This is an optimization exercise on Yosys and OpenROAD, whose aim is small area, a short achievable clock period and few clock cycles, not a production implementation. The RTL was checked by simulation tests, not by an equivalence proof against the original design.

==> inputs of run a <==
// dcache
module dcache (
    input  logic                               CLK,
    input  logic                               nRST,
    input  logic                               dmemREN,
    input  logic                               dmemWEN,
    input  logic                               datomic,
    input  logic                               halt,
    input  dcache_geom_pkg::dcache_addr_u      dmemaddr,
    input  dcache_cpu_pkg::word_t              dmemstore,
    output logic                               dhit,
    output dcache_cpu_pkg::word_t              dmemload,
    output logic                               flushed,
    output logic                               dREN,
    output logic                               dWEN,
    output logic [dcache_geom_pkg::ADDR_W-1:0] daddr,
    output dcache_cpu_pkg::word_t              dstore,
    input  dcache_cpu_pkg::word_t              dload,
    input  logic                               dwait
);
    logic sc, sc_chk, sc_ok_r, link_valid;
    assign sc = dmemWEN && datomic;
    always_ff @(posedge CLK or negedge nRST) begin
        if (!nRST) begin
            sc_chk <= 1'b0;
        end else begin
            sc_chk <= sc && link_valid && !halt && !dhit;
        end
    end
    assign flushed = halt;
    assign dREN   = dmemREN && !halt;
    assign dWEN   = !halt && (sc_chk ? sc_ok_r : (dmemWEN && !datomic));
    assign daddr  = {dmemaddr.raw[31:2], 2'b00};
  ...
==> module dcache_link, before the edit <==
module dcache_link (
    input  logic        CLK,
    input  logic        nRST,
    input  logic [31:0] addr,
    input  logic        dmemREN,
    input  logic        dmemWEN,
    input  logic        datomic,
    input  logic        commit,
    output logic        link_valid,
    output logic        sc_ok_r
);
    logic [31:2] link_addr;
    logic        addr_match;
    assign addr_match = (link_addr == addr[31:2]);
    always_ff @(posedge CLK or negedge nRST) begin
        if (!nRST) begin
            link_valid <= 1'b0;
        end else if (commit) begin
            if (dmemREN && datomic) begin
                link_valid <= 1'b1;    
            end else if (dmemWEN && (datomic || addr_match)) begin
                link_valid <= 1'b0;    
            end
        end
    end
    always_ff @(posedge CLK) begin
        if (dmemREN && datomic) begin
            link_addr <= addr[31:2];
        end
        sc_ok_r <= link_valid && addr_match;
    end
endmodule
==> module dcache, before the edit <==
module dcache (
    input  logic                               CLK,
    input  logic                               nRST,
    input  logic                               dmemREN,
    input  logic                               dmemWEN,
    input  logic                               datomic,
    input  logic                               halt,
    input  dcache_geom_pkg::dcache_addr_u      dmemaddr,
    input  dcache_cpu_pkg::word_t              dmemstore,
    output logic                               dhit,
    output dcache_cpu_pkg::word_t              dmemload,
    output logic                               flushed,
    output logic                               dREN,
    output logic                               dWEN,
    output logic [dcache_geom_pkg::ADDR_W-1:0] daddr,
    output dcache_cpu_pkg::word_t              dstore,
    input  dcache_cpu_pkg::word_t              dload,
    input  logic                               dwait
);
    logic sc, sc_chk, sc_ok_r, link_valid;
    assign sc = dmemWEN && datomic;
    always_ff @(posedge CLK or negedge nRST) begin
        if (!nRST) begin
            sc_chk <= 1'b0;
        end else begin
            sc_chk <= sc && link_valid && !halt && !dhit;
        end
    end
    assign flushed = halt;
    assign dREN   = dmemREN && !halt;
    assign dWEN   = !halt && (sc_chk ? sc_ok_r : (dmemWEN && !datomic));
    assign daddr  = {dmemaddr.raw[31:2], 2'b00};
    assign dstore = dmemstore;
    assign dhit = !halt && (sc_chk ? (!sc_ok_r || !dwait)
                                   : ((dmemREN || (dmemWEN && !datomic)) && !dwait
                                      || sc && !link_valid));
    assign dmemload[31:1] = (dmemWEN || sc_chk) ? '0 : dload[31:1];
    assign dmemload[0]    = sc_chk ? sc_ok_r : (!dmemWEN && dload[0]);
    dcache_link i_link (
        .CLK, .nRST, .addr(dmemaddr.raw),
        .dmemREN, .dmemWEN, .datomic,
        .commit(dhit), .link_valid, .sc_ok_r
    );
endmodule
Settings: LEC_CHECK=0, CAP_MARGIN=20, CORE_MARGIN=2, CORE_UTILIZATION=40, SLEW_MARGIN=20, BUFFER_PORTS_ARGS=-buffer_cell sky130_fd_sc_hd__buf_1, SETUP_SLACK_MARGIN=5.8; clock period 11.0 ns.
standard.sh (not shown) runs the stock make flow with config.mk's settings and CLKGATE_MAP_FILE= SYNTH_SCRIPT=/design/flow/synth_recipe.tcl, a recipe that flattens the netlist after the stock synthesis.
==> flow/flow/run.sh <==
#!/bin/bash
# Standard layout, except that the port buffers are the plain buf_1 cell rather than
# the cell buffer_ports picks by default (a slow delay buffer), and repair_timing is
# asked for more setup slack so that it sizes the port-to-port paths, which otherwise
# meet the clock with room to spare and are left at minimum size.
set -e
cd "$(dirname "$0")/.."
cat >> config.mk <<'MK'
export BUFFER_PORTS_ARGS = -buffer_cell sky130_fd_sc_hd__buf_1
export SETUP_SLACK_MARGIN = 5.8
MK
bash standard.sh > standard.log 2>&1
==> inputs of run b, as changes to run a <==
--- a/flow/design.v
+++ b/flow/design.v
@@ -32,7 +32,8 @@
     input  logic        dmemREN,
     input  logic        dmemWEN,
     input  logic        datomic,
-    input  logic        commit,
+    input  logic        active,      
+    input  logic        sc_chk,      
     output logic        link_valid,
     output logic        sc_ok_r
 );
@@ -42,7 +43,7 @@
     always_ff @(posedge CLK or negedge nRST) begin
         if (!nRST) begin
             link_valid <= 1'b0;
-        end else if (commit) begin
+        end else if (active) begin
             if (dmemREN && datomic) begin
                 link_valid <= 1'b1;    
             end else if (dmemWEN && (datomic || addr_match)) begin
@@ -54,7 +55,7 @@
         if (dmemREN && datomic) begin
             link_addr <= addr[31:2];
         end
-        sc_ok_r <= link_valid && addr_match;
+        sc_ok_r <= (link_valid || sc_chk) && addr_match;
     end
 endmodule
 `default_nettype wire
@@ -81,29 +82,31 @@
     input  dcache_cpu_pkg::word_t              dload,
     input  logic                               dwait
 );
-    logic sc, sc_chk, sc_ok_r, link_valid;
+    logic sc, sc_chk, sc_ok_r, link_valid, halted;
     assign sc = dmemWEN && datomic;
     always_ff @(posedge CLK or negedge nRST) begin
         if (!nRST) begin
             sc_chk <= 1'b0;
+            halted <= 1'b0;
         end else begin
-            sc_chk <= sc && link_valid && !halt && !dhit;
+            sc_chk <= sc_chk ? (sc_ok_r && dwait) : (sc && link_valid && !halted);
+            halted <= halt;
         end
     end
     assign flushed = halt;
-    assign dREN   = dmemREN && !halt;
-    assign dWEN   = !halt && (sc_chk ? sc_ok_r : (dmemWEN && !datomic));
-    assign daddr  = {dmemaddr.raw[31:2], 2'b00};
+    assign dREN   = dmemREN && !halted;
+    assign dWEN   = !halted && (sc_chk ? sc_ok_r : (dmemWEN && !datomic));
+    assign daddr  = dmemaddr.raw;    
     assign dstore = dmemstore;
-    assign dhit = !halt && (sc_chk ? (!sc_ok_r || !dwait)
-                                   : ((dmemREN || (dmemWEN && !datomic)) && !dwait
-                                      || sc && !link_valid));
+    assign dhit = !halted && (sc_chk ? (!sc_ok_r || !dwait)
+                                     : ((dmemREN || (dmemWEN && !datomic)) && !dwait
+                                        || sc && !link_valid));
     assign dmemload[31:1] = (dmemWEN || sc_chk) ? '0 : dload[31:1];
     assign dmemload[0]    = sc_chk ? sc_ok_r : (!dmemWEN && dload[0]);
     dcache_link i_link (
         .CLK, .nRST, .addr(dmemaddr.raw),
         .dmemREN, .dmemWEN, .datomic,
-        .commit(dhit), .link_valid, .sc_ok_r
+        .active(!halted), .sc_chk, .link_valid, .sc_ok_r
     );
 endmodule
 `default_nettype wire
- CORE_UTILIZATION: 40 -> 65
==> impl_metrics.env <==
export IMPL_clock_sinks=33
export IMPL_gp_congestion=0.752
export IMPL_drt_total_wl_mm=4.50
export IMPL_yosys_top_cells_count="65 x buf_4, 33 x and2_1, 30 x edfxtp_1"
export IMPL_outcome="complete, no violations"
export IMPL_die_x_um=76.9
export IMPL_clock_buffers=6
export IMPL_drt_iter0_markers=33
export IMPL_muxShareOfSynthArea_pct=0.471
export IMPL_yosys_area_share_simple_pct=15.3
# the run above: run a

==> impl_metrics.env <==
export IMPL_drt_total_wl_mm=5.60
export IMPL_clkPwrFrac_pct=29.3
export IMPL_hp_class="reg2reg"
export IMPL_yosys_top_cells_count="65 x buf_4, 32 x and2_1, 30 x edfxtp_1"
export IMPL_gp_congestion=0.935
export IMPL_muxShareOfSynthArea_pct=0
export IMPL_yosys_area_share_simple_pct=15.3
export IMPL_die_x_um=61.5
export IMPL_outcome="complete, no violations"
export IMPL_drt_iter0_markers=60
# the run above: run b

Testbench counts of run a, summed over its fixed seeds: cycles 6,748.
Testbench counts of run b, summed over its fixed seeds: cycles 6,748.

-- afterwards: timing with drivers on the ports --
In the flow no input, the clock included, has a driving cell. The finished layouts below were timed again as built, in two steps. Step 1 (the two cells are an assumption about what drives the block):
set clk [get_ports {CLK}]
set_driving_cell -lib_cell sky130_fd_sc_hd__clkbuf_16 $clk
set_driving_cell -lib_cell sky130_fd_sc_hd__buf_2 [delete_from_list [all_inputs] $clk]
Step 2 moves the port delays by t, midway between the first and last clock arrival at a register: inputs arrive t later, outputs are due t later. That takes back most of the time a late clock gives input paths. a / b / c = ideal ports / drivers / drivers and shift; a / b = the first two.
| run | t, ns | slack for setup (ns) | worst hold slack (ns) |
|---|---|---|---|
| run a | 0.292 | 5.856 / 5.799 / 5.799 | 0.575 / 0.575 / 0.575 |
| run b | 0.346 | 5.875 / 5.810 / 5.810 | 0.554 / 0.554 / 0.554 |
After both steps every run listed still meets setup and hold. For run b, which loses most, drivers alone change the setup slack by -0.065 ns; drivers and shift together by -0.065 ns.
